This design comes from an exercise in tuning for small area, a short achievable clock period and few clock cycles per item on the open sky130 flow, not from production work. In this exercise RTL edits were held to simulation tests only and were not proved equivalent to the original. Power figures rest on the tool's default switching activity, not on a simulated workload.

==> flow/design.v <==
package ppw_pkg;
  localparam int MaxPoints = 64;
  localparam int IdxW      = $clog2(MaxPoints);
  localparam int CntW      = $clog2(MaxPoints + 1);
  localparam int CoordW    = 23;
  localparam int DistW     = 23;
  localparam int LevelW    = 8;
  localparam int StepW     = 16;
  localparam int PointsW   = 7;
  localparam int D2W       = 48;
  localparam int CfgW      = 23;
  localparam logic [DistW-1:0] DistSat = {DistW{1'b1}};
  localparam logic [LevelW-1:0] LevelMax = {LevelW{1'b1}};
  localparam int VtxW      = 2 * CoordW;
  typedef logic signed [CoordW-1:0] coord_t;
  typedef struct packed {
    coord_t z;
    coord_t x;
  } vtx_t;
  function automatic logic [2*CoordW-1:0] default_vtx(input logic [IdxW-1:0] idx);
    logic [2*CoordW-1:0] v;
    case (idx)
      IdxW'(0): v = 46'h00140107129a;   
      IdxW'(1): v = 46'h0054b606d493;   
      IdxW'(2): v = 46'h009cfc0673c6;   
      IdxW'(3): v = 46'h00e8f106095f;   
      IdxW'(4): v = 46'h01408505653e;   
      IdxW'(5): v = 46'h019a7d0499a2;   
      IdxW'(6): v = 46'h01eb9983b710;   
      IdxW'(7): v = 46'h01fed3031f2d;   
      IdxW'(8): v = 46'h0225a0829802;   
      IdxW'(9): v = 46'h022614025fd6;   
      IdxW'(10): v = 46'h02007e81fc39;   
      IdxW'(11): v = 46'h021ee181501d;   
      IdxW'(12): v = 46'h02519a013047;   
      IdxW'(13): v = 46'h0257e48100d5;   
      IdxW'(14): v = 46'h0261a9807f08;   
      IdxW'(15): v = 46'h02629d001a3f;   
      IdxW'(16): v = 46'h025c997edcf9;   
      IdxW'(17): v = 46'h02807dfda62e;   
      IdxW'(18): v = 46'h02795f7c605f;   
      IdxW'(19): v = 46'h023b3b7b3372;   
      IdxW'(20): v = 46'h01f38979fac3;   
      IdxW'(21): v = 46'h01a227796436;   
      IdxW'(22): v = 46'h015178f86bb6;   
      IdxW'(23): v = 46'h00cb1d77eb72;   
      IdxW'(24): v = 46'h0060f077ed5e;   
      IdxW'(25): v = 46'h3fa6ed783486;   
      IdxW'(26): v = 46'h3f627a78c037;   
      IdxW'(27): v = 46'h3ea21af92992;   
      IdxW'(28): v = 46'h3e42a87a3b6e;   
      IdxW'(29): v = 46'h3da9437b777c;   
      IdxW'(30): v = 46'h3d2680fcfd3a;   
      IdxW'(31): v = 46'h3d02e5ff0a5b;   
      IdxW'(32): v = 46'h3cf794009865;   
      IdxW'(33): v = 46'h3d13f382d35e;   
      IdxW'(34): v = 46'h3d96fd05f292;   
      IdxW'(35): v = 46'h3e0d6906d2f3;   
      IdxW'(36): v = 46'h3e922d0779b5;   
      IdxW'(37): v = 46'h3f9838875a31;   
      default:    v = '0;
    endcase
    default_vtx = v;
  endfunction
endpackage
module ppw_vtx_mem (
  input  logic                                         clk,
  input  logic                                         rst_n,
  input  logic                                         wr_req,
  input  logic [ppw_pkg::IdxW-1:0]                     wr_addr,
  input  logic [ppw_pkg::VtxW-1:0]                     wr_data,
  input  logic                                         wr_ok,
  output logic                                         wr_pend,
  output logic                                         wr_fire,
  output logic                                         busy,
  output logic [ppw_pkg::IdxW-1:0]                     head,
  output logic [ppw_pkg::MaxPoints*ppw_pkg::VtxW-1:0]  ring
);
  localparam int VW = ppw_pkg::VtxW;
  localparam int NP = ppw_pkg::MaxPoints;
  logic [VW-1:0]              ring_r [NP];
  logic [ppw_pkg::IdxW-1:0]   head_r;
  logic [ppw_pkg::IdxW:0]     rcnt_r;
  logic                       pend_r;
  logic [ppw_pkg::IdxW-1:0]   paddr_r;
  logic [VW-1:0]              pdata_r;
  logic                       restore;
  logic [VW-1:0]              tail_in;
  assign restore = !rst_n || (rcnt_r != '0);
  logic match_r;
  always_ff @(posedge clk) match_r <= ((wr_req ? wr_addr : paddr_r) == head_r + 1'b1);
  assign wr_fire = pend_r && match_r && wr_ok;
  always_comb begin
    tail_in = ring_r[0];
    if (!rst_n)       tail_in = ppw_pkg::default_vtx(ppw_pkg::IdxW'(ppw_pkg::MaxPoints - 1));
    else if (restore) tail_in = ppw_pkg::default_vtx(head_r);
    else if (wr_fire) tail_in = pdata_r;
  end
  always_ff @(posedge clk) begin
    for (int s = 0; s < NP - 1; s++) ring_r[s] <= ring_r[s+1];
    ring_r[NP-1] <= tail_in;
  end
  always_ff @(posedge clk) begin
    if (!rst_n) head_r <= '0;
    else        head_r <= head_r + 1'b1;
  end
  always_ff @(posedge clk) begin
    if (!rst_n) begin
      rcnt_r <= (ppw_pkg::IdxW+1)'(NP - 1);
      pend_r <= 1'b0;
    end else begin
      if (rcnt_r != '0) rcnt_r <= rcnt_r - 1'b1;
      if (wr_req)       pend_r <= 1'b1;
      else if (wr_fire) pend_r <= 1'b0;
    end
  end
  always_ff @(posedge clk) begin
    if (wr_req) begin
      paddr_r <= wr_addr;
      pdata_r <= wr_data;
    end
  end
  assign wr_pend = pend_r;
  assign busy    = (rcnt_r != '0);
  assign head    = head_r;
  for (genvar s = 0; s < NP; s++) begin : g_tap
    assign ring[s*VW +: VW] = ring_r[s];
  end
endmodule
module ppw_seg_unit (
  input  logic                        clk,
  input  logic                        rst_n,
  input  logic                        start,
  input  logic                        tag_in,
  input  logic [1:0]                  kill,
  input  logic [4:0]                  kb,
  input  logic [ppw_pkg::DistW:0]     bnd0,
  input  logic [ppw_pkg::DistW:0]     bnd1,
  input  logic [ppw_pkg::VtxW-1:0]    a,
  input  logic [ppw_pkg::VtxW-1:0]    b,
  input  logic [ppw_pkg::CoordW-1:0]  px,
  input  logic [ppw_pkg::CoordW-1:0]  pz,
  output logic                        ready,
  output logic                        done,
  output logic                        tag_out,
  output logic [ppw_pkg::DistW-1:0]   r
);
  localparam int CW  = ppw_pkg::CoordW;
  localparam int DW  = CW + 1;            
  localparam int OW  = DW + 1;            
  localparam int PW  = 2 * OW;            
  localparam int LW  = 2 * DW - 1;        
  localparam int CCW = LW + 2;            
  localparam int NW  = 96;                
  localparam int RW  = 72;                
  localparam int TW  = LW + 26;           
  localparam int RB  = 24;                
  typedef enum logic [1:0] {F_IDLE, F_MUL, F_WAIT} fst_t;
  typedef enum logic [1:0] {S_IDLE, S_SQD, S_FIN} sst_t;
  typedef enum logic [2:0] {T_NONE, T_SET, T_ADD, T_SUB, T_ADD25, T_ADD48} tag_t;
  fst_t                   fst_r [2];
  sst_t                   sst_r;
  logic [4:0]             stp_r [2];
  logic [4:0]             fkb_r [2];
  logic                   ftg_r [2];
  logic                   old_r, xj, nj, act0, act1, tail_ok, be_ok, hsel;
  logic                   fk [2];
  logic                   iss [2];
  logic                   fl [2];
  logic                   ff [2];
  logic [4:0]             kb6;
  logic signed [DW-1:0]   sa, sb;           
  logic                   sa_z, sa_b, sb_z;
  logic signed [OW-1:0]   ma, mb, ma_r, mb_r;
  logic                   ma_sa, ma_sb, mb_sa, mb_sb, m_cl_a, m_cl_b, m_ch_a, m_ch_b;
  tag_t                   tag, ctag, tags_r, tag1_r, tagm_r, tag2_r;
  logic signed [DW-1:0]   sa_r, sb_r;
  logic                   ma_sa_r, ma_sb_r, mb_sa_r, mb_sb_r;
  logic signed [PW-1:0]   p_r;
  logic signed [OW+9:0]   p0_r;              
  logic signed [OW+8:0]   p1_r;              
  logic signed [OW+7:0]   p2_r;              
  logic signed [NW-1:0]   acc_r, acc_a, acc_b, acc_s;
  logic                   acc_cin;
  logic [LW-1:0]          d_r;
  logic [LW+1:0]          d3_r;
  logic [CCW-1:0]         c_r;
  logic                   clamp_a, clamp_b, clamp_r, csel_b_r, sat_r;
  logic signed [CCW-1:0]  dot, cval;
  logic signed [CCW+23:0] cscl;
  logic                   c_ovf, pre_sat, hand, be_kill, be_free;
  logic                   be_tag_r;
  logic [RW-1:0]          rm_r;
  logic [47:0]            nlo_r;
  logic [TW-1:0]          t_r;
  logic [LW-1:0]          bd_r;
  logic [LW+1:0]          bd3_r;
  logic [RB-1:0]          root_r;
  logic                   early;
  logic [4:0]             cnt_r;
  logic                   bsat_r, bit_ok;
  logic [RW+2:0]          rm2, diff;
  logic [TW-1:0]          t_up, t_dn;
  assign sa = sa_z ? (DW'($signed(pz)) - DW'($signed(sa_b ? b[2*CW-1:CW] : a[2*CW-1:CW])))
                   : (DW'($signed(px)) - DW'($signed(sa_b ? b[CW-1:0]    : a[CW-1:0])));
  assign sb = sb_z ? (DW'($signed(b[2*CW-1:CW])) - DW'($signed(a[2*CW-1:CW])))
                   : (DW'($signed(b[CW-1:0]))    - DW'($signed(a[CW-1:0])));
  assign dot     = acc_r[CCW-1:0];
  assign clamp_a = (d_r == '0) || dot[CCW-1] || (dot == '0);
  assign clamp_b = !clamp_a && ($signed({2'b00, d_r}) <= dot);
  always_comb begin
    sa_z = 1'b0; sa_b = 1'b0; sb_z = 1'b0; tag = T_NONE;
    ma_sa = 1'b0; ma_sb = 1'b0; mb_sa = 1'b0; mb_sb = 1'b0;
    m_cl_a = 1'b0; m_cl_b = 1'b0; m_ch_a = 1'b0; m_ch_b = 1'b0; ctag = T_NONE;
    for (int j = 0; j < 2; j++) begin
      logic [4:0] st;
      st = (fst_r[j] == F_IDLE) ? 5'd0 : stp_r[j];
      if (iss[j]) begin
        case (st)
          5'd0: begin ma_sa = 1'b1; mb_sb = 1'b1; sb_z = 1'b1; tag = T_SET; end           
          5'd1: begin ma_sa = 1'b1; sa_z = 1'b1; mb_sb = 1'b1; tag = T_SUB; end           
          5'd2: begin ma_sb = 1'b1; mb_sb = 1'b1; tag = T_SET; end                        
          5'd3: begin ma_sb = 1'b1; mb_sb = 1'b1; sb_z = 1'b1; tag = T_ADD; end           
          5'd4: begin ma_sa = 1'b1; mb_sb = 1'b1; tag = T_SET; end                        
          5'd5: begin ma_sa = 1'b1; sa_z = 1'b1; mb_sb = 1'b1; sb_z = 1'b1; tag = T_ADD; end  
          5'd11: if (clamp_r) begin
            ma_sa = 1'b1; mb_sa = 1'b1; sa_b = csel_b_r; tag = T_SET;                     
          end
          5'd12: if (clamp_r) begin
            ma_sa = 1'b1; mb_sa = 1'b1; sa_z = 1'b1; sa_b = csel_b_r; tag = T_ADD;        
          end
          default: ;
        endcase
        case (st)
          5'd7: begin m_cl_a = 1'b1; m_cl_b = 1'b1; ctag = T_SET; end                     
          5'd8: begin m_ch_a = 1'b1; m_cl_b = 1'b1; ctag = T_ADD25; end                   
          5'd9: begin m_ch_a = 1'b1; m_ch_b = 1'b1; ctag = T_ADD48; end                   
          default: ;
        endcase
      end
    end
  end
  always_comb begin
    ma = '0;
    if (ma_sa_r) ma = OW'(sa_r);
    if (ma_sb_r) ma = OW'(sb_r);
    if (m_cl_a)  ma = $signed({1'b0, c_r[23:0]});
    if (m_ch_a)  ma = $signed(c_r[CCW-1:24]);
    mb = '0;
    if (mb_sa_r) mb = OW'(sa_r);
    if (mb_sb_r) mb = OW'(sb_r);
    if (m_cl_b)  mb = $signed({1'b0, c_r[23:0]});
    if (m_ch_b)  mb = $signed(c_r[CCW-1:24]);
  end
  assign cval  = acc_r[CCW-1:0];
  assign kb6   = (fst_r[0] == F_MUL && stp_r[0] == 5'd6) ? fkb_r[0] : fkb_r[1];
  assign cscl  = (CCW+24)'(cval) <<< (5'd23 - kb6);
  assign c_ovf = !((cscl[CCW+23:CCW-2] == '0) || (cscl[CCW+23:CCW-2] == '1));
  always_comb begin
    acc_a = (tag2_r == T_SET) ? '0 : acc_r;
    acc_b = NW'(p_r);
    acc_cin = 1'b0;
    case (tag2_r)
      T_SUB:   begin acc_b = ~(NW'(p_r)); acc_cin = 1'b1; end
      T_ADD25: acc_b = NW'(p_r) <<< 25;
      T_ADD48: acc_b = NW'(p_r) <<< 48;
      default: ;
    endcase
  end
  assign acc_s = acc_a + acc_b + NW'(acc_cin);
  assign act0 = (fst_r[0] != F_IDLE);
  assign act1 = (fst_r[1] != F_IDLE);
  assign xj   = (act0 && act1) ? old_r : act1;
  assign nj   = act0;                       
  for (genvar j = 0; j < 2; j++) begin : g_ctx
    assign fk[j]  = (fst_r[j] != F_IDLE) && kill[ftg_r[j]];
    assign iss[j] = ((fst_r[j] == F_MUL) && !fk[j]) || ((fst_r[j] == F_IDLE) && start && (nj == 1'(j)));
    assign fl[j]  = (fst_r[j] == F_MUL) && (clamp_r ? (stp_r[j] == 5'd17) : (stp_r[j] == 5'd13));
    assign ff[j]  = (fl[j] || (fst_r[j] == F_WAIT)) && !fk[j];
  end
  assign pre_sat = (acc_r[NW-1:48] >= (NW-48)'(d_r));
  assign be_kill = (sst_r != S_IDLE) && kill[be_tag_r];
  assign be_free = (sst_r == S_IDLE) || (sst_r == S_FIN) || be_kill;
  assign hand    = ff[0] || ff[1];
  assign hsel    = ff[1];
  assign be_ok   = be_free || (sst_r == S_SQD && cnt_r <= 5'd4);
  assign tail_ok = (fst_r[xj] == F_MUL) && !fk[xj] && (stp_r[xj] >= (clamp_r ? 5'd13 : 5'd11));
  assign ready   = (!act0 && !act1) || ((act0 != act1) && tail_ok && be_ok);
  always_ff @(posedge clk) begin
    if (!rst_n) begin
      fst_r[0] <= F_IDLE;
      fst_r[1] <= F_IDLE;
      sst_r    <= S_IDLE;
    end else begin
      for (int j = 0; j < 2; j++) begin
        case (fst_r[j])
          F_IDLE: if (start && nj == 1'(j)) fst_r[j] <= F_MUL;
          F_MUL:  if (fk[j]) fst_r[j] <= F_IDLE;
                  else if (fl[j]) fst_r[j] <= (hand && be_free) ? F_IDLE : F_WAIT;
          F_WAIT: if (fk[j] || (hand && be_free)) fst_r[j] <= F_IDLE;
          default: fst_r[j] <= F_IDLE;
        endcase
      end
      case (sst_r)
        default: begin
          if (hand && be_free)                        sst_r <= (pre_sat || sat_r) ? S_FIN : S_SQD;
          else if (be_kill || sst_r == S_FIN)         sst_r <= S_IDLE;
          else if (sst_r == S_SQD && (cnt_r == 5'd1 || early)) sst_r <= S_FIN;
        end
      endcase
    end
  end
  always_ff @(posedge clk) begin
    ma_r   <= ma;
    mb_r   <= mb;
    sa_r    <= sa;
    sb_r    <= sb;
    ma_sa_r <= ma_sa;
    ma_sb_r <= ma_sb;
    mb_sa_r <= mb_sa;
    mb_sb_r <= mb_sb;
    tags_r  <= tag;
    tag1_r  <= (tags_r != T_NONE) ? tags_r : ctag;
    p0_r   <= ma_r * $signed({1'b0, mb_r[8:0]});
    p1_r   <= ma_r * $signed({1'b0, mb_r[16:9]});
    p2_r   <= ma_r * $signed(mb_r[OW-1:17]);
    tagm_r <= tag1_r;
    p_r    <= PW'(p0_r) + (PW'(p1_r) <<< 9) + (PW'(p2_r) <<< 17);
    tag2_r <= tagm_r;
    if (tag2_r != T_NONE) acc_r <= acc_s;
    if (start) old_r <= !nj;
    for (int j = 0; j < 2; j++) begin
      if (fst_r[j] == F_IDLE && start && nj == 1'(j)) begin
        ftg_r[j] <= tag_in;
        fkb_r[j] <= kb;
        stp_r[j] <= 5'd1;                       
      end else if (fst_r[j] == F_MUL) begin
        stp_r[j] <= stp_r[j] + 5'd1;
        if (stp_r[j] == 5'd6) c_r <= CCW'(cscl);            
        if (stp_r[j] == 5'd6) sat_r <= c_ovf;
        if (stp_r[j] == 5'd8) d_r <= acc_r[LW-1:0];         
        if (stp_r[j] == 5'd9) d3_r <= (LW+2)'(d_r) + (LW+2)'({d_r, 1'b0});
        if (stp_r[j] == 5'd10) begin                        
          clamp_r  <= clamp_a || clamp_b;
          csel_b_r <= clamp_b;
          if (clamp_a || clamp_b) sat_r <= 1'b0;
        end
        if (stp_r[j] == 5'd11 && clamp_r) begin
          d_r  <= LW'(1);
          d3_r <= (LW+2)'(3);
        end
      end
    end
  end
  assign rm2    = {1'b0, rm_r, nlo_r[47:46]};
  assign diff   = rm2 - (RW+3)'(t_r);
  assign bit_ok = !diff[RW+2];
  assign t_up   = TW'({t_r, 1'b0}) + TW'(bd3_r);
  assign t_dn   = TW'({t_r, 1'b0}) - TW'(bd_r);
  assign early  = (root_r >= (be_tag_r ? bnd1 : bnd0));
  always_ff @(posedge clk) begin
    if (hand && be_free) begin
      be_tag_r <= ftg_r[hsel];
      rm_r   <= RW'(acc_r[NW-1:48]);
      nlo_r  <= acc_r[47:0];
      t_r    <= TW'(d_r);
      bd_r   <= d_r;
      bd3_r  <= d3_r;
      root_r <= '0;
      cnt_r  <= clamp_r ? 5'(RB) : (fkb_r[hsel] + 5'd1);
      bsat_r <= pre_sat || sat_r;
    end else if (sst_r == S_SQD) begin
      cnt_r  <= cnt_r - 5'd1;
      rm_r   <= bit_ok ? RW'(diff) : RW'(rm2);
      nlo_r  <= {nlo_r[45:0], 2'b00};
      if (bit_ok) root_r[cnt_r - 5'd1] <= 1'b1;
      t_r    <= bit_ok ? t_up : t_dn;
      if (early) bsat_r <= 1'b1;
    end
  end
  assign done    = (sst_r == S_FIN);
  assign tag_out = be_tag_r;
  assign r    = (bsat_r || root_r[RB-1]) ? ppw_pkg::DistSat : root_r[ppw_pkg::DistW-1:0];
endmodule
module ppw_post (
  input  logic                      clk,
  input  logic                      rst_n,
  input  logic                      start,
  input  logic [ppw_pkg::DistW-1:0] dist_in,
  input  logic                      god,
  input  logic [ppw_pkg::DistW-1:0] warn,
  input  logic [ppw_pkg::DistW-1:0] shoot_dist,
  input  logic [ppw_pkg::StepW-1:0] step,
  input  logic                      out_tready,
  output logic                      busy,
  output logic                      out_tvalid,
  output logic [31:0]               out_tdata
);
  localparam int DW = ppw_pkg::DistW;
  localparam int SW = ppw_pkg::StepW;
  localparam int LV = ppw_pkg::LevelW;
  typedef enum logic [1:0] {P_IDLE, P_DIV, P_HOLD} pst_t;
  pst_t              st_r;
  logic [3:0]        cnt_r;
  logic [DW-1:0]     dist_r;
  logic [SW-1:0]     rem_r;          
  logic [LV-1:0]     low_r;          
  logic [SW:0]       rem2;
  logic [LV-1:0]     q_r;
  logic              in_warn, shoot_r, sat_r, qbit;
  logic [SW-1:0]     s_eff;
  logic [DW:0]       diff;
  logic [LV-1:0]     level;
  logic              out_load;
  logic              out_tvalid_r;
  logic [31:0]       out_tdata_r;
  assign diff    = (DW+1)'(warn) - (DW+1)'(dist_r);
  assign s_eff   = (step == '0) ? SW'(1) : step;
  assign in_warn = (dist_r <= warn);
  assign rem2    = {rem_r, low_r[LV-1]};
  assign qbit    = (rem2 >= (SW+1)'(s_eff));
  assign out_load = (st_r == P_HOLD) && (!out_tvalid_r || out_tready);
  always_comb begin
    if (!in_warn)           level = '0;
    else if (sat_r)         level = ppw_pkg::LevelMax;
    else if (q_r == '0)     level = LV'(1);
    else                    level = q_r;
  end
  always_ff @(posedge clk) begin
    if (!rst_n) st_r <= P_IDLE;
    else begin
      case (st_r)
        P_IDLE: if (start) st_r <= P_DIV;
        P_DIV:  if (cnt_r == 4'd0) st_r <= P_HOLD;
        P_HOLD: if (out_load) st_r <= P_IDLE;
        default: st_r <= P_IDLE;
      endcase
    end
  end
  always_ff @(posedge clk) begin
    case (st_r)
      P_IDLE: begin
        dist_r  <= dist_in;
        shoot_r <= !god;
        cnt_r   <= 4'd9;
      end
      P_DIV: begin
        cnt_r <= cnt_r - 4'd1;
        if (cnt_r == 4'd9) begin
          rem_r   <= SW'(diff[DW-1:LV]);
          low_r   <= diff[LV-1:0];
          sat_r   <= (SW'(diff[DW-1:LV]) >= s_eff);
          q_r     <= '0;
          shoot_r <= shoot_r && (dist_r <= shoot_dist);
        end else if (cnt_r != 4'd0) begin
          rem_r <= qbit ? SW'(rem2 - (SW+1)'(s_eff)) : SW'(rem2);
          low_r <= {low_r[LV-2:0], 1'b0};
          q_r   <= {q_r[LV-2:0], qbit};
        end
      end
      default: ;
    endcase
  end
  always_ff @(posedge clk) begin
    if (!rst_n)        out_tvalid_r <= 1'b0;
    else if (out_load) out_tvalid_r <= 1'b1;
    else if (out_tready) out_tvalid_r <= 1'b0;
  end
  always_ff @(posedge clk) begin
    if (out_load) out_tdata_r <= {shoot_r && in_warn, level, dist_r};
  end
  assign busy       = (st_r != P_IDLE);
  assign out_tvalid = out_tvalid_r;
  assign out_tdata  = out_tdata_r;
endmodule
module polyline_proximity_warning_core (
  input  logic        clk,
  input  logic        rst_n,
  input  logic        in_tvalid,
  output logic        in_tready,
  input  logic [55:0] in_tdata,    
  input  logic [1:0]  in_tuser,    
  output logic        out_tvalid,
  input  logic        out_tready,
  output logic [31:0] out_tdata,   
  input  logic        cfg_we,
  input  logic [1:0]  cfg_index,
  input  logic [22:0] cfg_wdata
);
  localparam int Lanes = 2;
  localparam int SC    = 6;                    
  localparam int NP    = ppw_pkg::MaxPoints;
  localparam int SL    = NP / Lanes;           
  localparam int CW    = ppw_pkg::CoordW;
  localparam int QW    = CW - SC;              
  localparam int VW    = ppw_pkg::VtxW;
  localparam int IW    = ppw_pkg::IdxW;
  localparam int GW    = QW;                   
  localparam int KW    = GW + IW;              
  localparam int UW    = QW + 2;               
  localparam int DW    = ppw_pkg::DistW;
  localparam int ND    = 3;                    
  localparam int NK    = ND + 1;               
  logic [ppw_pkg::PointsW-1:0] points_r;
  logic [DW-1:0]               warn_r, shoot_r;
  logic [ppw_pkg::StepW-1:0]   step_r;
  logic [IW:0]                 n_cur;
  always_ff @(posedge clk) begin
    if (!rst_n) begin
      points_r <= ppw_pkg::PointsW'(38);
      warn_r   <= DW'(9600);
      shoot_r  <= DW'(5200);
      step_r   <= ppw_pkg::StepW'(440);
    end else if (cfg_we) begin
      case (cfg_index)
        2'd0: points_r <= cfg_wdata[ppw_pkg::PointsW-1:0];
        2'd1: warn_r   <= cfg_wdata;
        2'd2: shoot_r  <= cfg_wdata;
        2'd3: step_r   <= cfg_wdata[ppw_pkg::StepW-1:0];
        default: ;
      endcase
    end
  end
  assign n_cur = (points_r > ppw_pkg::PointsW'(NP)) ? (IW+1)'(NP) : (IW+1)'(points_r);
  logic                 mem_busy, wr_pend, wr_fire, wr_req;
  logic [IW-1:0]        head;
  logic [NP*VW-1:0]     ring;
  logic [CW-1:0]        in_x, in_z;
  logic                 in_acc, is_query, short_q;
  logic                 b_busy_r, pipe_idle, i_vld_r, s_vld_r, p_vld_r;
  assign in_x      = in_tdata[28:6];
  assign in_z      = in_tdata[51:29];
  assign is_query  = in_tuser[0];
  assign pipe_idle = !i_vld_r && !s_vld_r && !p_vld_r && !b_busy_r;
  assign in_tready = !i_vld_r && !mem_busy && (!wr_pend || wr_fire);
  assign in_acc    = in_tvalid && in_tready;
  assign wr_req    = in_acc && !is_query;
  assign short_q   = (in_x == '0 && in_z == '0) || (n_cur < (IW+1)'(2));
  ppw_vtx_mem u_mem (
    .clk     (clk),
    .rst_n   (rst_n),
    .wr_req  (wr_req),
    .wr_addr (in_tdata[IW-1:0]),
    .wr_data ({in_z, in_x}),
    .wr_ok   (pipe_idle),
    .wr_pend (wr_pend),
    .wr_fire (wr_fire),
    .busy    (mem_busy),
    .head    (head),
    .ring    (ring)
  );
  function automatic logic [VW-1:0] slot(input logic [NP*VW-1:0] rg, input int s);
    slot = rg[((s + NP) % NP)*VW +: VW];
  endfunction
  logic [CW-1:0]   pix_r, piz_r, psx_r, psz_r, ppx_r, ppz_r;
  logic            god_i_r, short_i_r, god_s_r, god_p_r, short_p_r;
  logic            s_need_r, p_wait_r, k_held_r;
  logic [KW-1:0]   pk_r  [NK];
  logic            pkv_r [NK];
  logic [UW-1:0]   pu_r;
  logic            sw_run_r, sw_for_b_r, b_live_r;
  logic [5:0]      t_r;
  logic [KW-1:0]   lastkey_r;
  logic [QW-1:0]   sqx_r, sqz_r;             
  logic [UW-1:0]   u_r;
  logic [KW-1:0]   k_r [NK];
  logic            kv_r [NK];
  logic            sw_start, sw_start_b, sw_abort, last_issue, merge_last;
  logic            a_new, a_restart, hand_sp, short_go, park_now, park_held, mad_r;
  logic [GW-1:0]   lg_r  [Lanes];
  logic [IW-1:0]   lj_r  [Lanes];
  logic            lsv_r [Lanes];
  logic [UW-1:0]   lu_r  [Lanes];
  logic            lvv_r [Lanes];
  logic            s1_vld_r;
  function automatic logic [QW:0] wdiff(input logic [QW-1:0] p, input logic [CW-1:0] v);
    wdiff = (QW+1)'($signed(p)) - (QW+1)'($signed(v[CW-1:SC]));
  endfunction
  function automatic logic [QW-1:0] omag(input logic [QW:0] w);
    omag = w[QW] ? ~w[QW-1:0] : w[QW-1:0];
  endfunction
  logic [QW:0]     wax_r [Lanes], waz_r [Lanes], wbx_r [Lanes], wbz_r [Lanes];
  logic            altx_r [Lanes], altz_r [Lanes];
  logic [IW-1:0]   j0_r  [Lanes];
  logic            s0_vld_r, s0_first_r, s0_last_r, s0_b_r;
  logic            s1_first_r, s1_last_r, s1_b_r;
  always_ff @(posedge clk) begin
    for (int k = 0; k < Lanes; k++) begin
      logic [VW-1:0] va, vb;
      va = slot(ring, k * SL);
      vb = slot(ring, k * SL + 1);
      wax_r[k]  <= wdiff(sqx_r, va[CW-1:0]);
      waz_r[k]  <= wdiff(sqz_r, va[VW-1:CW]);
      wbx_r[k]  <= wdiff(sqx_r, vb[CW-1:0]);
      wbz_r[k]  <= wdiff(sqz_r, vb[VW-1:CW]);
      altx_r[k] <= ($signed(va[CW-1:SC]) < $signed(vb[CW-1:SC]));
      altz_r[k] <= ($signed(va[VW-1:CW+SC]) < $signed(vb[VW-1:CW+SC]));
      j0_r[k]   <= head + IW'(k * SL);
    end
    s0_vld_r   <= sw_run_r && !sw_abort && rst_n;
    s0_first_r <= (t_r == '0);
    s0_last_r  <= (t_r == 6'(SL - 1));
    s0_b_r     <= sw_for_b_r;
  end
  function automatic logic [QW-1:0] gap2(input logic a_lt_b, input logic [QW:0] wa,
                                         input logic [QW:0] wb);
    logic [QW:0] lo, hi;            
    lo = a_lt_b ? wa : wb;
    hi = a_lt_b ? wb : wa;
    if (!hi[QW])     gap2 = hi[QW-1:0];      
    else if (lo[QW]) gap2 = ~lo[QW-1:0];     
    else             gap2 = '0;
  endfunction
  always_ff @(posedge clk) begin
    for (int k = 0; k < Lanes; k++) begin
      logic [QW-1:0] gx, gz, mx, mz;
      gx  = gap2(altx_r[k], wax_r[k], wbx_r[k]);
      gz  = gap2(altz_r[k], waz_r[k], wbz_r[k]);
      mx  = omag(wax_r[k]);
      mz  = omag(waz_r[k]);
      lg_r[k]  <= (gx > gz) ? gx : gz;
      lj_r[k]  <= j0_r[k];
      lsv_r[k] <= ((IW+1)'(j0_r[k]) + (IW+1)'(2) <= n_cur);
      lu_r[k]  <= UW'(mx) + UW'(mz) + UW'(5);
      lvv_r[k] <= ((IW+1)'(j0_r[k]) < n_cur);
    end
    s1_vld_r   <= s0_vld_r && !sw_abort && rst_n;
    s1_first_r <= s0_first_r;
    s1_last_r  <= s0_last_r;
    s1_b_r     <= s0_b_r;
  end
  logic [KW-1:0]   nk [NK];
  logic            nkv [NK];
  logic [UW-1:0]   nu;
  localparam int NE = NK + Lanes;
  always_comb begin
    logic [KW-1:0] ek  [NE];
    logic          ev  [NE];
    logic          lt  [NE][NE];
    logic [2:0]    rk  [NE];
    for (int i = 0; i < NK; i++) begin
      ek[i] = k_r[i]; ev[i] = kv_r[i] && !s1_first_r;
    end
    for (int k = 0; k < Lanes; k++) begin
      ek[NK+k] = {lg_r[k], lj_r[k]};
      ev[NK+k] = s1_vld_r && lsv_r[k] && (!s1_b_r || ek[NK+k] > lastkey_r);
    end
    for (int i = 0; i < NE; i++)
      for (int j = 0; j < NE; j++) begin
        if (i == j)             lt[i][j] = 1'b0;
        else if (i < NK && j < NK) lt[i][j] = (i < j) ? ev[i] || !ev[j] : (ev[i] && !ev[j]);
        else if (ev[i] != ev[j]) lt[i][j] = ev[i];
        else if (!ev[i])         lt[i][j] = (i < j);
        else                     lt[i][j] = (ek[i] < ek[j]);
      end
    for (int i = 0; i < NE; i++) begin
      rk[i] = '0;
      for (int j = 0; j < NE; j++) if (j != i && !lt[i][j]) rk[i] = rk[i] + 3'd1;
    end
    for (int s = 0; s < NK; s++) begin
      nk[s] = '0; nkv[s] = 1'b0;
      for (int i = 0; i < NE; i++) if (rk[i] == 3'(s)) begin nk[s] = ek[i]; nkv[s] = ev[i]; end
    end
    nu = s1_first_r ? '1 : u_r;
    for (int k = 0; k < Lanes; k++)
      if (s1_vld_r && lvv_r[k] && lu_r[k] < nu) nu = lu_r[k];
  end
  assign last_issue = sw_run_r && (t_r == 6'(SL - 1));
  assign merge_last = s1_vld_r && s1_last_r;
  typedef enum logic [1:0] {B_IDLE, B_RUN, B_RSW, B_DONE} bst_t;
  bst_t            bst_r   [2];
  logic [CW-1:0]   pbx_r   [2];
  logic [CW-1:0]   pbz_r   [2];
  logic            god_b_r [2];
  logic [GW-1:0]   g_r     [2][NK];
  logic            v_r     [2][NK];
  logic [IW-1:0]   cj_r    [2][ND];
  logic [1:0]      nst_r   [2];
  logic [1:0]      nres_r  [2];
  logic            rsw_req_r [2];
  logic [DW-1:0]   best_r  [2];
  logic            binf_r  [2];
  logic            head_r, rsw_rdy_r, sw_slot_r, rsw_slot_r;
  logic            take_a, tslot;
  logic            ev_start, ev_done, ev_ready, ev_tag, ev_slot;
  logic [1:0]      ev_kill;
  logic [DW-1:0]   ev_r;
  logic            want [2];
  logic            keep [2];
  logic            done_s [2];
  logic            fin_s [2];
  logic            more_s [2];
  logic            cancel_s [2];
  logic            take_rsw_s [2];
  logic            spec_s [2];
  logic            req_s [2];
  logic [1:0]      nres_nx [2];
  logic [DW-1:0]   best_nx;
  logic [UW-1:0]   thr_r   [2];
  logic [UW-1:0]   ev_thr;
  logic            gx_ok [NK];
  logic            b_sw_busy, sw_start_b_any, rsw_slot_nx;
  logic            breq_r [2];
  logic [DW:0]     bnd_r  [2];
  assign ev_thr  = UW'(ev_r >> SC) + UW'(1);
  assign best_nx = (binf_r[ev_tag] || ev_r < best_r[ev_tag]) ? ev_r : best_r[ev_tag];
  for (genvar i = 0; i < NK; i++) begin : g_gx
    assign gx_ok[i] = (UW'(g_r[ev_tag][i]) <= ev_thr);
  end
  function automatic logic [4:0] kbits_of(input logic [UW-1:0] u, input logic binf,
                                          input logic [DW-1:0] bst);
    logic [UW+SC-1:0] ubig, m;
    ubig = {u, {SC{1'b0}}};
    m = ubig;
    if (!binf && (UW+SC)'(bst) <= ubig) m = (UW+SC)'(bst) - (UW+SC)'(1);
    kbits_of = 5'd23;
    for (int i = 22; i >= 0; i--) if (m < ((UW+SC)'(1) << i)) kbits_of = 5'(i);
    if (m >= ((UW+SC)'(1) << 23)) kbits_of = 5'd23;
  endfunction
  function automatic logic [DW:0] bnd_of(input logic [UW-1:0] u, input logic binf,
                                         input logic [DW-1:0] bst);
    logic [UW+SC:0] ub1;
    ub1 = (UW+SC+1)'({u, {SC{1'b0}}}) + (UW+SC+1)'(1);
    if (!binf)                        bnd_of = (DW+1)'(bst);
    else if (ub1 >= (UW+SC+1)'(1) << (DW+1)) bnd_of = '1;
    else                              bnd_of = (DW+1)'(ub1);
  endfunction
  assign tslot  = (bst_r[head_r] == B_IDLE) ? head_r : !head_r;
  assign take_a = p_vld_r && !p_wait_r && (bst_r[tslot] == B_IDLE);
  assign b_sw_busy = rsw_rdy_r || (k_held_r && !p_vld_r) || (sw_run_r && sw_for_b_r) || last_issue || mad_r ||
                     (s0_vld_r && (s0_b_r || s0_last_r)) || (s1_vld_r && (s1_b_r || s1_last_r)) ||
                     (s_vld_r && !s_need_r && !k_held_r && !(sw_run_r && !sw_for_b_r));
  always_comb begin
    for (int q = 0; q < 2; q++) begin
      logic       qn [NK];
      logic       qx [NK];
      logic       pend, nxq, infl, kil;
      done_s[q] = ev_done && (ev_tag == 1'(q)) && (bst_r[q] == B_RUN);
      for (int i = 0; i < NK; i++) begin
        qn[i] = v_r[q][i] && (UW'(g_r[q][i]) <= thr_r[q]);
        qx[i] = qn[i] && (!done_s[q] || gx_ok[i]);
      end
      pend  = (nst_r[q] != nres_r[q] + 2'd1);
      kil   = done_s[q] && pend && !qx[nres_r[q] + 2'd1];
      ev_kill[q]  = kil;
      nres_nx[q]  = !done_s[q] ? nres_r[q] : (kil ? nst_r[q] : nres_r[q] + 2'd1);
      infl  = (nres_nx[q] != nst_r[q]);
      nxq   = (nst_r[q] < 2'(ND)) && qx[nst_r[q]];
      keep[q]   = (bst_r[q] == B_RUN) && nxq;
      want[q]   = keep[q] && !done_s[q];
      fin_s[q]  = (bst_r[q] == B_RUN) && !infl && !nxq;
      more_s[q] = (nst_r[q] == 2'(ND)) && !kil && qx[ND];
      cancel_s[q] = fin_s[q] && !more_s[q] && rsw_req_r[q];
      take_rsw_s[q] = (bst_r[q] == B_RSW) && rsw_rdy_r && (rsw_slot_r == 1'(q));
      spec_s[q] = (nst_r[q] == 2'(ND - 1)) && qn[ND];
      req_s[q]  = ((bst_r[q] == B_RSW) && !rsw_req_r[q]) ||
                  (ev_start && ev_slot == 1'(q) && spec_s[q] && !rsw_req_r[q]);
    end
  end
  localparam int NT = 8;                      
  logic            nxt_v_r, nxt_have_r, nxt_slot_r, nxt_sel, nxt_pick, nxt_drop;
  logic [1:0]      nxt_cand_r;
  logic [IW-1:0]   nxt_j_r, rel;
  logic [VW-1:0]   nxt_a_r, nxt_b_r, op_a_r, op_b_r, tap_a, tap_b;
  logic            aligned;
  logic sure0, sure1;
  assign sure0 = want[0] && (nres_r[0] == nst_r[0]);
  assign sure1 = want[1] && (nres_r[1] == nst_r[1]);
  assign nxt_sel  = (head_r ? sure1 : sure0) ? head_r :
                    (head_r ? sure0 : sure1) ? !head_r :
                    want[head_r] ? head_r : !head_r;
  assign nxt_pick = !nxt_v_r && (want[0] || want[1]);
  assign rel      = nxt_j_r - head;
  assign aligned  = (rel[IW-1-$clog2(NT):0] == '0);
  always_comb begin
    tap_a = '0; tap_b = '0;
    for (int t = 0; t < NT; t++)
      if (rel[IW-1:IW-$clog2(NT)] == $clog2(NT)'(t)) begin
        tap_a = slot(ring, t * (NP / NT));
        tap_b = slot(ring, t * (NP / NT) + 1);
      end
  end
  assign nxt_drop = nxt_v_r && (!keep[nxt_slot_r] || nst_r[nxt_slot_r] != nxt_cand_r);
  assign ev_slot  = nxt_slot_r;
  assign ev_start = nxt_v_r && nxt_have_r && !nxt_drop && want[nxt_slot_r] && ev_ready;
  always_ff @(posedge clk) begin
    if (!rst_n) begin
      nxt_v_r <= 1'b0;
    end else begin
      if (nxt_pick)                   nxt_v_r <= 1'b1;
      else if (ev_start || nxt_drop)  nxt_v_r <= 1'b0;
    end
    if (nxt_pick) begin
      nxt_slot_r <= nxt_sel;
      nxt_cand_r <= nst_r[nxt_sel];
      nxt_j_r    <= cj_r[nxt_sel][nst_r[nxt_sel]];
      nxt_have_r <= 1'b0;
    end else if (nxt_v_r && !nxt_have_r && aligned) begin
      nxt_a_r    <= tap_a;
      nxt_b_r    <= tap_b;
      nxt_have_r <= 1'b1;
    end
    if (ev_start) begin
      op_a_r <= nxt_a_r;
      op_b_r <= nxt_b_r;
    end
  end
  always_comb begin
    logic ok0, ok1;
    ok0 = breq_r[0] && !fin_s[0] && ((bst_r[0] == B_RSW) || (!sw_run_r && !s_vld_r && !i_vld_r));
    ok1 = breq_r[1] && !fin_s[1] && ((bst_r[1] == B_RSW) || (!sw_run_r && !s_vld_r && !i_vld_r));
    sw_start_b_any = 1'b0;
    rsw_slot_nx    = 1'b0;
    if (!b_sw_busy) begin
      if (head_r ? ok1 : ok0)      begin sw_start_b_any = 1'b1; rsw_slot_nx = head_r;  end
      else if (head_r ? ok0 : ok1) begin sw_start_b_any = 1'b1; rsw_slot_nx = !head_r; end
    end
  end
  assign sw_start_b = sw_start_b_any;
  logic       fe_slot_r;
  always_ff @(posedge clk) if (ev_start) fe_slot_r <= ev_slot;
  ppw_seg_unit u_seg (
    .clk     (clk),
    .rst_n   (rst_n),
    .start   (ev_start),
    .tag_in  (ev_slot),
    .kill    (ev_kill),
    .kb      (kbits_of(thr_r[ev_slot], binf_r[ev_slot], best_r[ev_slot])),
    .bnd0    (bnd_r[0]),
    .bnd1    (bnd_r[1]),
    .a       (ev_start ? nxt_a_r : op_a_r),
    .b       (ev_start ? nxt_b_r : op_b_r),
    .px      (pbx_r[ev_start ? ev_slot : fe_slot_r]),
    .pz      (pbz_r[ev_start ? ev_slot : fe_slot_r]),
    .ready   (ev_ready),
    .done    (ev_done),
    .tag_out (ev_tag),
    .r       (ev_r)
  );
  logic post_busy, post_start;
  assign post_start = (bst_r[head_r] == B_DONE) && !post_busy;
  logic b_block_a;
  assign b_block_a = rsw_rdy_r || (sw_run_r && sw_for_b_r) || (s0_vld_r && s0_b_r) ||
                     (s1_vld_r && s1_b_r) || (breq_r[0] && bst_r[0] == B_RSW) ||
                     (breq_r[1] && bst_r[1] == B_RSW);
  assign hand_sp   = last_issue && !sw_for_b_r && !p_vld_r;
  assign a_restart = s_vld_r && s_need_r && !sw_run_r && !b_block_a;
  assign a_new     = i_vld_r && !short_i_r && (!s_vld_r || hand_sp) && !k_held_r &&
                     (!sw_run_r || (last_issue && !sw_for_b_r)) && !b_block_a;
  assign sw_start  = (a_restart || a_new) && !sw_start_b;
  assign sw_abort  = (sw_start_b && sw_run_r && !sw_for_b_r) ||
                     (sw_run_r && sw_for_b_r && cancel_s[sw_slot_r]);
  assign park_now  = mad_r && !p_wait_r && !p_vld_r;
  assign park_held = k_held_r && !p_vld_r;
  assign short_go  = i_vld_r && short_i_r && !s_vld_r && !p_vld_r;
  always_ff @(posedge clk) begin
    if (!rst_n) begin
      i_vld_r   <= 1'b0;
      s_vld_r   <= 1'b0;
      p_vld_r   <= 1'b0;
      k_held_r  <= 1'b0;
      b_live_r  <= 1'b0;
      sw_run_r  <= 1'b0;
      rsw_rdy_r <= 1'b0;
      head_r    <= 1'b0;
      b_busy_r  <= 1'b0;
      for (int q = 0; q < 2; q++) bst_r[q] <= B_IDLE;
    end else begin
      if (in_acc && is_query)  i_vld_r <= 1'b1;
      else if (a_new || short_go) i_vld_r <= 1'b0;
      if (a_new)                      s_vld_r <= 1'b1;
      else if (hand_sp || park_now || park_held) s_vld_r <= 1'b0;
      if (hand_sp || park_now || park_held || short_go) p_vld_r <= 1'b1;
      else if (take_a)                p_vld_r <= 1'b0;
      if (mad_r && !p_wait_r && p_vld_r) k_held_r <= 1'b1;
      else if (park_held || sw_start_b)                 k_held_r <= 1'b0;
      if (sw_start_b || sw_start) sw_run_r <= 1'b1;
      else if (last_issue || (sw_for_b_r && cancel_s[sw_slot_r])) sw_run_r <= 1'b0;
      if (sw_start_b)                                    b_live_r <= 1'b1;
      else if (sw_for_b_r && cancel_s[sw_slot_r])        b_live_r <= 1'b0;
      if (merge_last && s1_b_r && b_live_r && !cancel_s[sw_slot_r]) rsw_rdy_r <= 1'b1;
      else if (take_rsw_s[0] || take_rsw_s[1] || cancel_s[rsw_slot_r] ||
               !(bst_r[rsw_slot_r] == B_RUN || bst_r[rsw_slot_r] == B_RSW)) rsw_rdy_r <= 1'b0;
      if (post_start) head_r <= !head_r;
      for (int q = 0; q < 2; q++) begin
        case (bst_r[q])
          B_IDLE: if (take_a && tslot == 1'(q)) bst_r[q] <= short_p_r ? B_DONE : B_RUN;
          B_RUN:  if (fin_s[q]) bst_r[q] <= more_s[q] ? B_RSW : B_DONE;
          B_RSW:  if (take_rsw_s[q]) bst_r[q] <= B_RUN;
          B_DONE: if (post_start && head_r == 1'(q)) bst_r[q] <= B_IDLE;
          default: bst_r[q] <= B_IDLE;
        endcase
      end
      b_busy_r <= !(bst_r[0] == B_IDLE && bst_r[1] == B_IDLE) || take_a;
    end
  end
  always_ff @(posedge clk) begin
    if (in_acc && is_query) begin
      pix_r     <= in_x;
      piz_r     <= in_z;
      god_i_r   <= in_tuser[1];
      short_i_r <= short_q;
    end
    if (a_new) begin
      psx_r    <= pix_r;
      psz_r    <= piz_r;
      god_s_r  <= god_i_r;
      s_need_r <= 1'b0;
    end
    if (a_restart) s_need_r <= 1'b0;
    if (sw_start_b && ((sw_run_r && !sw_for_b_r) || k_held_r)) s_need_r <= 1'b1;    
    if (hand_sp || park_now || park_held) begin
      ppx_r     <= psx_r;
      ppz_r     <= psz_r;
      god_p_r   <= god_s_r;
      short_p_r <= 1'b0;
    end else if (short_go) begin
      ppx_r     <= pix_r;
      ppz_r     <= piz_r;
      god_p_r   <= god_i_r;
      short_p_r <= 1'b1;
    end
    if (!rst_n || short_go)         p_wait_r <= 1'b0;
    else if (hand_sp)               p_wait_r <= 1'b1;
    else if (mad_r)                 p_wait_r <= 1'b0;
    mad_r <= merge_last && !s1_b_r && rst_n;
    if ((mad_r && (p_wait_r || !p_vld_r)) || park_held) begin
      for (int i = 0; i < NK; i++) begin
        pk_r[i]  <= k_r[i];
        pkv_r[i] <= kv_r[i];
      end
      pu_r <= u_r;
    end
    if (sw_start_b || sw_start) begin
      t_r        <= '0;
      sw_for_b_r <= sw_start_b;
      sw_slot_r  <= rsw_slot_nx;
      lastkey_r  <= {g_r[rsw_slot_nx][ND-1], cj_r[rsw_slot_nx][ND-1]};
      if (sw_start_b) begin
        sqx_r <= pbx_r[rsw_slot_nx][CW-1:SC];
        sqz_r <= pbz_r[rsw_slot_nx][CW-1:SC];
      end else if (a_new) begin
        sqx_r <= pix_r[CW-1:SC];
        sqz_r <= piz_r[CW-1:SC];
      end else begin
        sqx_r <= psx_r[CW-1:SC];
        sqz_r <= psz_r[CW-1:SC];
      end
    end else if (sw_run_r) begin
      t_r <= t_r + 6'd1;
    end
    if (s1_vld_r) begin
      u_r <= nu;
      for (int i = 0; i < NK; i++) begin k_r[i] <= nk[i]; kv_r[i] <= nkv[i]; end
    end
    if (merge_last && s1_b_r) rsw_slot_r <= sw_slot_r;
    for (int q = 0; q < 2; q++) begin
      if (!rst_n || (take_a && tslot == 1'(q)) || take_rsw_s[q] || cancel_s[q] ||
          (sw_start_b && rsw_slot_nx == 1'(q)) ||
          !(bst_r[q] == B_RUN || bst_r[q] == B_RSW))
        breq_r[q] <= 1'b0;
      else if (req_s[q])
        breq_r[q] <= 1'b1;
      bnd_r[q] <= bnd_of(thr_r[q], binf_r[q], best_r[q]);
      if (take_a && tslot == 1'(q)) begin
        pbx_r[q]   <= ppx_r;
        pbz_r[q]   <= ppz_r;
        god_b_r[q] <= god_p_r;
        thr_r[q]   <= pu_r;
        best_r[q]  <= ppw_pkg::DistSat;
        binf_r[q]  <= !short_p_r;
      end
      if ((take_a && tslot == 1'(q)) || take_rsw_s[q]) begin
        nst_r[q]     <= '0;
        nres_r[q]    <= '0;
        rsw_req_r[q] <= 1'b0;
        for (int i = 0; i < NK; i++) begin
          g_r[q][i] <= take_rsw_s[q] ? k_r[i][KW-1:IW] : pk_r[i][KW-1:IW];
          v_r[q][i] <= take_rsw_s[q] ? kv_r[i] : pkv_r[i];
        end
        for (int i = 0; i < ND; i++) cj_r[q][i] <= take_rsw_s[q] ? k_r[i][IW-1:0] : pk_r[i][IW-1:0];
      end else begin
        if (ev_start && ev_slot == 1'(q)) nst_r[q] <= nst_r[q] + 2'd1;
        if (sw_start_b && rsw_slot_nx == 1'(q)) rsw_req_r[q] <= 1'b1;
        if (cancel_s[q]) rsw_req_r[q] <= 1'b0;
        if (done_s[q]) begin
          best_r[q] <= best_nx;
          if (ev_thr < thr_r[q]) thr_r[q] <= ev_thr;
          binf_r[q] <= 1'b0;
        end
        nres_r[q] <= nres_nx[q];
      end
    end
  end
  ppw_post u_post (
    .clk        (clk),
    .rst_n      (rst_n),
    .start      (post_start),
    .dist_in    (best_r[head_r]),
    .god        (god_b_r[head_r]),
    .warn       (warn_r),
    .shoot_dist (shoot_r),
    .step       (step_r),
    .out_tready (out_tready),
    .busy       (post_busy),
    .out_tvalid (out_tvalid),
    .out_tdata  (out_tdata)
  );
endmodule
==> flow/run.sh <==
#!/bin/bash
# synth_recipe.tcl (not shown) runs the flow's synth.tcl, then flattens the netlist and writes it again
# the make line also repeats each setting of config.mk as NAME=value (left out here)
make -C /OpenROAD-flow-scripts/flow DESIGN_CONFIG=/design/flow/config.mk WORK_HOME=/design/flow/orfs CLKGATE_MAP_FILE= SYNTH_SCRIPT=/design/flow/synth_recipe.tcl finish
==> flow/config.mk <==
export PLATFORM = sky130hd
export DESIGN_NAME = polyline_proximity_warning_core
export DESIGN_NICKNAME = polyline_proximity_warning_core
export VERILOG_FILES = /design/flow/design.v
export SDC_FILE = /design/flow/constraint.sdc
export NUM_CORES = 8
export LEC_CHECK = 0
export CAP_MARGIN = 20
export CORE_MARGIN = 2
export CORE_UTILIZATION = 40
export SETUP_SLACK_MARGIN = 5
export SLEW_MARGIN = 20
==> flow/constraint.sdc <==
create_clock -name core_clock -period 11.0 [get_ports {clk}]
set_input_delay 2.2000 -clock core_clock [delete_from_list [all_inputs] [get_ports {clk}]]
set_output_delay 2.2000 -clock core_clock [all_outputs]
set_load 0.01 [all_outputs]
==> reports/results.ini <==
[drt]
postRouteAntennaNets=0
first_pass_iters=10
drtIter0Drc=15570
wl_um=755900
drc=0
routed-via-count=174900
wl_per_cell_um=23.64
avgViaCountPerCell=5.471

[clocking]
cts_hold_buf=0
cts_tree=done
ctsHtreeMaxLevel=6
clk_path_buf_depth=4
path_clk_slew_ns=0.06
clk_latency_ns=1.09
cts_inserted_buffers=547
cts_sinks=5386
clock-root-buffer=clkbuf_16

[die]
die_h_um=783.4
core-area_mm2=0.6058
dieArea_mm2=0.6136
row_count=286
ios=122
initial_utilization_pct=40.10
fp.dieW_um=783.4

[sta]
worstMarginPinSlew_ns=1.162
tns_ns=0
hold-worst-slack_ns=0.2809
finalHoldViolCount=0
period_share_pct=72.57
rsz0062_at_grt=true
setup_viol=0
skew_ns=0.07141
drv_slew=0
max-slew-margin-rel_pct=21.69
min_period_ns=7.983
fmax_mhz=125.3

[grt]
grt_pass1_vias=167400
track_usage_pct=23.53
antenna_found_initial=44
grt_pass1_wl_um=1096000
grt_max_degree=184
global_route.overflow_total=0

[yosys]
ys.flop_type=dfxtp_1
synthCells=23120
synth_xor_area_share_pct=2.845
synth_compound_area_share_pct=14.01
yosys.cell_types.count=116
synth_fp_nets=25570
async_flop_share_pct=0
synth-simple-area-share_pct=10.80
avgSynthCellArea_um2=10.51
synth_mux_area_share_pct=4.756
synth-adder-area-share_pct=13.76
synth_seq_cells=5386
post-synth-top-area-fraction_pct=33.71
synth_top_family_by_area=compound AO/OA/AOI/OAI gates
synth_warnings=117
yosys.area.top_type=dfxtp_1
synth-edff-count=1295
netlist_area_mm2=0.2430
ys_top_cells_by_area=dfxtp_1 34%, edfxtp_1 16%, ha_1 9.4%
ys_seq_area_share_pct=49.71

[placement]
hpwl_um=545800
globalplace.congestion=0.9534
port_buffers=117

[cells_and_area]
layout-drive-gt1-share_pct=10.54
seq_area_mm2=0.1210
multi_input_area_mm2=0.1156
fill_cells=55690
utilization_pct=46.03
fin_nets=25880
areaGrowthSynthToFinish_pct=14.77

[worst_setup_path]
crit_path_start_kind=flip-flop
critPathCaptureType=flip-flop
cp.required_ns=11.94
slowest_stage=edfxtp_1
cp.arrival_ns=8.92
cp_top_family=compound AO/OA/AOI/OAI gates
cp_slowest_stage_delay_ns=0.40
critPathMaxFanout=5
crit_buf_inv=6
crit_type=reg2reg

[power_and_ir_drop]
power_leakage_nw=119.1
irDropWorstVdd_uv=192.9
power_density_mw_per_mm2=177.9

[outcome]
run_status=complete, no violations

[job]
max_cap_viol_count=0

[min_path]
hold_class=reg2reg

[cell families (layout without fill, tap and decap cells)]
family                   count (synthesis)  in the layout
other                                    0             15
AND/OR/NAND/NOR                       5643           5648
flip-flops                            5386           5386
buffers and inverters                 2631           3385
AO/OA/AOI/OAI                         5320           5329
multiplexers                          1002           1002
XOR/XNOR                               783            783
adder cells (fa/ha/maj)               2358           2358
[per-stage QoR]
stage                     cells  worst slack (ns)  cell area [um2]  power (mW)
final                     31970             3.017           278800       49.59
after floorplan           23120             3.666           243500       27.08
after global routing      31960             2.801           278800       51.42
after global placement    30660             1.013           253800       30.01
after CTS                 31840             3.086           276200       49.64
after detailed placement  30660             1.018           253800       30.16
[cells in the final DEF (no fill, tap or decap), types with 83 or more instances in the layout]
| cell type | synthesis | routed |
|---|---|---|
| nand4_1 | 213 | 213 |
| a221oi_1 | 119 | 112 |
| clkinv_2 | 0 | 83 |
| o21a_1 | 210 | 210 |
| a22oi_1 | 191 | 191 |
| inv_1 | 1720 | 1703 |
| clkbuf_1 | 732 | 114 |
| clkbuf_16 | 0 | 582 |
| edfxtp_1 | 1295 | 1295 |
| nand3_1 | 289 | 282 |
| o21ai_0 | 1317 | 1246 |
| a31oi_1 | 171 | 159 |
| xor2_1 | 290 | 281 |
| nor2b_1 | 293 | 277 |
| dfxtp_1 | 4091 | 4027 |
| ha_1 | 1833 | 1804 |
| nor2_1 | 1440 | 1408 |
| and2_1 | 463 | 460 |
| fa_1 | 523 | 515 |
| a21oi_1 | 1419 | 1353 |
| mux4_2 | 85 | 85 |
| a211oi_1 | 207 | 192 |
| and3_1 | 108 | 102 |
| mux2i_1 | 549 | 531 |
| buf_4 | 11 | 400 |
| a21boi_0 | 127 | 119 |
| nand2b_1 | 227 | 218 |
| nor3_1 | 237 | 224 |
| nand2_1 | 2021 | 2001 |
| xnor2_1 | 489 | 468 |
| mux2_2 | 361 | 353 |
| a21o_1 | 518 | 517 |
| o211ai_1 | 170 | 170 |
| clkdlybuf4s50_1 | 0 | 116 |
| o21bai_1 | 88 | 87 |
[worst paths after layout]
| kind | end | cells after the start | start | slack [ns] |
|---|---|---|---|---|
| max reg2reg | u_seg.sa_r[22] | 43 | u_seg.bsat_r | 3.02 |
| min | u_mem.ring_r[61][31] | 0 | u_mem.ring_r[62][31] | 0.28 |
| min reg2reg | u_mem.ring_r[61][31] | 0 | u_mem.ring_r[62][31] | 0.28 |
| max | u_seg.sa_r[22] | 43 | u_seg.bsat_r | 3.02 |
[repair_timing]
item	CTS	global route
buffers inserted	155	102
gates cloned	18	15
resized for setup	404	334
setup endpoints to repair	1084	583
pin swaps	133	217
hold endpoints to repair	0	0
[synthesized netlist by cell type, drive strengths merged, types with 42 or more instances]
library cell / n
dfxtp: 4091
nand2: 2024
ha: 1833
inv: 1726
nor2: 1442
a21oi: 1420
o21ai: 1329
edfxtp: 1295
clkbuf: 732
mux2i: 550
fa: 523
a21o: 518
xnor2: 489
and2: 467
mux2: 367
nor2b: 293
xor2: 290
nand3: 289
nor3: 238
nand2b: 227
nand4: 213
o21a: 210
a211oi: 209
a22oi: 193
a31oi: 171
o211ai: 171
buf: 167
a21boi: 128
a221oi: 121
and3: 108
o31ai: 93
o21bai: 88
nor4: 86
mux4: 85
o221ai: 72
or2: 69
a221o: 68
o22ai: 68
or3: 53
o31a: 42
[registers in the layout (all words and copies together), names as in the netlist, 49 cells and up, named ones only]
signal and count:
u_seg.rm_r 72, u_mem.ring_r 2944, k_r 92, u_seg.p_r 50
u_seg.d3_r 49, g_r 136, pk_r 86, u_seg.acc_r 96
u_seg.t_r 73, u_seg.bd3_r 49, u_seg.c_r 49
[metal layers]
layer / GRT usage, % / share of wire (%) / vias to the layer above
met4: 9.956 / 4.9 / 12
met2: 36.58 / 44 / 6185
met1: 32.93 / 45 / 85360
met3: 3.177 / 6.8 / 1372
li1: - / - / 81980
met5: 0 / 0.011 / -
[area by class of cell]
| type | count | share of cell area, % |
|---|---|---|
| inverters | 1732 | 2.356 |
| flip-flops and latches | 5386 | 43.38 |
| diodes | 15 | 0.01346 |
| multi-input cells | 15120 | 41.47 |
| repair buffers | 651 | 2.353 |
| clock inverters | 239 | 1.152 |
| well taps | 8064 | 3.619 |
| clock buffers | 763 | 5.663 |
[report_power, final]
part	switching [mW]	internal (mW)
Clock	8.20	11.2
Sequential	0.784	21.4
Combinational	5.11	2.91
Total	14.1	35.5
Testbench counts, summed over its fixed seeds: cycles 28,061, queries 640.

-- port drivers added, routing unchanged --
Ports are ideal in the flow. The routed layout listed here was re-timed in OpenROAD. Step 1 (the two cells are an assumption about what drives the block):
set clk [get_ports {clk}]
set_driving_cell -lib_cell sky130_fd_sc_hd__clkbuf_16 $clk
set_driving_cell -lib_cell sky130_fd_sc_hd__buf_2 [delete_from_list [all_inputs] $clk]
Step 2 adds t to the input delays and takes it off the output delays; t is the mean of the earliest and latest rising clock arrival at the registers after step 1. Input paths then give back, and output paths get back, about the clock's delay inside the block. Slacks: ideal / step 1 / step 2; pairs: ideal / step 1.
shift t [ns]: 1.184
setup WS [ns]: 3.017 / 3.017 / 3.017
pins driven straight from the clock port: 1
After both steps this run still meets setup and hold. For this run, drivers alone change the setup slack by 0.000 ns; drivers and shift together by 0.000 ns.
